From an optimization exercise on the open Yosys and OpenROAD flow, aimed at small area and a short achievable clock period; shortcuts taken in it are not production practice. In this exercise RTL edits were held to simulation tests only and were not proved equivalent to the original. The flow treats the clock pin as an ideal source. Dropping or thinning the clock tree relies on that and would not hold on a real chip. Power figures rest on the tool's default switching activity, not on a simulated workload.

==> flow/design.v (excerpt) <==
module apb_cordic_regfile #(
    parameter logic [4:0]  RST_XYFRACBASE    = 5'd16,
    parameter logic [4:0]  RST_PHASEFRACBASE = 5'd16,
    parameter logic [31:0] RST_XYBASEONE     = 32'h0001_0000,
    parameter logic [31:0] RST_SCALE_FACTOR  = 32'h0000_9B75
) (
    input  logic          clk,
    input  logic          rst_n,
    input  logic          psel,
    input  logic          penable,
    input  logic          pwrite,
    input  logic [7:0]    paddr,
    input  logic [31:0]   pwdata,
    output logic [31:0]   prdata,
    output logic          pready,
    output logic          pslverr,
    output logic          cordic_start,
    output logic [2:0]    cordic_func,
    output logic [31:0]   a,
    output logic [31:0]   b,
    output logic [31:0]   c,
    output logic [31:0]   d,
    output logic [4:0]    xyfracbase,
    output logic [4:0]    phasefracbase,
    output logic [31:0]   scale_factor,
    output logic [31:0]   xybaseone,
    output logic [1023:0] invtan_flat,
    input  logic [191:0]  res_flat,
    input  logic          write_op,
    output logic          irq
);
For scale: roughly 3100 cells after synthesis, about 1500 I/O pins, ~0.057 mm^2 of cells after synthesis.
clock: 5.0 ns
lec_check: 0
cap_margin: 20
core_area: 5 5 375 375
die_area: 0 0 380 380
setup_slack_margin: 2.75
slew_margin: 20
synth_hierarchical: 1
standard.sh (not shown) runs the stock make flow with config.mk's settings and CLKGATE_MAP_FILE= SYNTH_SCRIPT=/design/flow/synth_recipe.tcl, a recipe that flattens the netlist after the stock synthesis.
==> flow/flow/run.sh <==
#!/bin/bash
# Standard ORFS layout with these changes:
#  - after the standard synthesis, the read-mux AOI22 gates are set to their smallest size
#    and its NAND4 gates to the next size up (flow/downsize.tcl);
#  - the port buffers are the smallest plain buffer (buf_1) instead of a delay buffer;
#  - pins may sit one routing track apart, so a smaller die fits all 1499 ports;
#  - the clock tree is built by flow/cts.tcl (two balanced levels of clkbuf_16) instead of
#    TritonCTS, followed by timing repair; ORFS's own steps do everything after it.
set -euo pipefail
RES=orfs/results/${FLOW_PLATFORM}/apb_cordic_regfile/base
VARS=("BUFFER_PORTS_ARGS=-buffer_cell sky130_fd_sc_hd__buf_1"
      "PLACE_PINS_ARGS=-min_distance 1 -min_distance_in_tracks")
bash standard.sh synth > synth.log 2>&1
RESULTS=$RES NAND4=sky130_fd_sc_hd__nand4_2 openroad -no_init -exit flow/downsize.tcl > downsize.log 2>&1
bash standard.sh "${VARS[@]}" place > place.log 2>&1
MK=(make -C "$FLOW_HOME" DESIGN_CONFIG="$PWD/config.mk" WORK_HOME="$PWD/orfs")
export DONT_USE_CELLS="$("${MK[@]}" print-DONT_USE_CELLS | sed -n 's/^DONT_USE_CELLS: //p')"
export SETUP_SLACK_MARGIN="$("${MK[@]}" print-SETUP_SLACK_MARGIN | sed -n 's/^SETUP_SLACK_MARGIN: //p')"
export MATCH_CELL_FOOTPRINT="$("${MK[@]}" print-MATCH_CELL_FOOTPRINT | sed -n 's/^MATCH_CELL_FOOTPRINT: //p')"
export CELL_PAD_IN_SITES_DETAIL_PLACEMENT="$("${MK[@]}" print-CELL_PAD_IN_SITES_DETAIL_PLACEMENT | sed -n 's/^CELL_PAD_IN_SITES_DETAIL_PLACEMENT: //p')"
export PLATFORM_DIR="$FLOW_HOME/platforms/$FLOW_PLATFORM"
export LIB="$PLATFORM_DIR/lib/sky130_fd_sc_hd__tt_025C_1v80.lib"
export NLEAF=80 NROOT=4
RESULTS=$RES openroad -no_init -exit flow/cts.tcl > cts.log 2>&1
bash standard.sh "${VARS[@]}" finish > layout.log 2>&1
Other scripts of this flow, unchanged in this note and not shown: flow/flow/cts.tcl, flow/flow/downsize.tcl
==> next run, changes <==
--- a/flow/design.v
+++ b/flow/design.v
@@ -2461,15 +2461,17 @@
     logic [9:0][3:0] en_w;
     generate
         for (gk = 0; gk < 10; gk++) begin : g_enw
             if (gk == 1) begin : g_none
                 assign en_w[gk] = '0;
             end else begin : g_en
+                logic wr_n;
+                rd_nand2 u_wr (.a(acc), .b(wsel_q[gk]), .y(wr_n));
                 for (genvar q = 0; q < 4; q++) begin : g_q
                     if (q == 0 || gk >= 2 && gk != 6 && gk != 7) begin : g_c
-                        rd_en u_en (.rst_n(rst_n), .acc(acc), .sel(wsel_q[gk]), .en(en_w[gk][q]));
+                        rd_nand2 u_en (.a(rst_n), .b(wr_n), .y(en_w[gk][q]));
                     end else begin : g_s
                         assign en_w[gk][q] = en_w[gk][0];
                     end
                 end
             end
         end
@@ -2488,14 +2490,16 @@
         end
     end
     genvar k;
     generate
         for (k = 0; k < 32; k++) begin : g_inv
             logic [3:0] en;
+            logic       wr_n;
+            rd_nand2 u_wr (.a(acc), .b(wsel_q[32 + k]), .y(wr_n));
             for (genvar q = 0; q < 4; q++) begin : g_q
-                rd_en u_en (.rst_n(rst_n), .acc(acc), .sel(wsel_q[32 + k]), .en(en[q]));
+                rd_nand2 u_en (.a(rst_n), .b(wr_n), .y(en[q]));
                 always_ff @(posedge clk) if (en[q]) invtan[k][8*q +: 8] <= wd[8*q +: 8];
             end
             assign invtan_flat[32*k +: 32] = invtan[k];
         end
     endgenerate
     always_ff @(posedge clk) begin
@@ -2548,9 +2552,6 @@
 module rd_nor3 (input logic a, b, c, output logic y);
     assign y = ~(a | b | c);
 endmodule
 module rd_inv (input logic a, output logic y);
     assign y = ~a;
 endmodule
-module rd_en (input logic rst_n, acc, sel, output logic en);
-    assign en = ~rst_n | (acc & sel);
-endmodule
Outcome: Area after synthesis fell by 1.4%; via count rose by 2.8%; setup slack gets better by 0.0088 ns; die area does not change; global-route usage rose by 0.87 points; total power barely changes; utilization barely changes; register-to-register slack gets worse by 0.04 ns; clock skew fell by 0.0065 ns; design area barely changes; clock power is about the same; combinational power hardly moves; first-iteration DRC count rose by 7.7%.
No run of this note takes its clock network from TritonCTS; it comes from the design's own scripts or RTL.

==> static timing again, ports no longer ideal <==
Ports are ideal in the flow. The routed layouts listed here were re-timed in OpenROAD.
Step 1 sets driving cells, clkbuf_16 on the clock port and buf_2 on the other inputs (assumed; they add their load-dependent delay and slew).
Step 2, shift: input delay + t, output delay - t, t = (earliest + latest rising clock arrival at the registers) / 2. This alone moves slack from input paths to output paths.
Slacks: ideal ports / drivers / drivers and shift; pairs: ideal ports / drivers.
run	t (ns)	slack for setup (ns)	slew at the worst register clock pin (ns)	pins driven straight from the clock port
the first run	0.718	2.715 / 2.542 / 2.047	0.09 / 0.09	4
the second run	0.718	2.724 / 2.562 / 2.053	0.09 / 0.09	4
After both steps setup and hold are still met in every run listed. For the second run, which loses most, drivers alone change the setup slack by -0.162 ns; drivers and shift together by -0.671 ns.
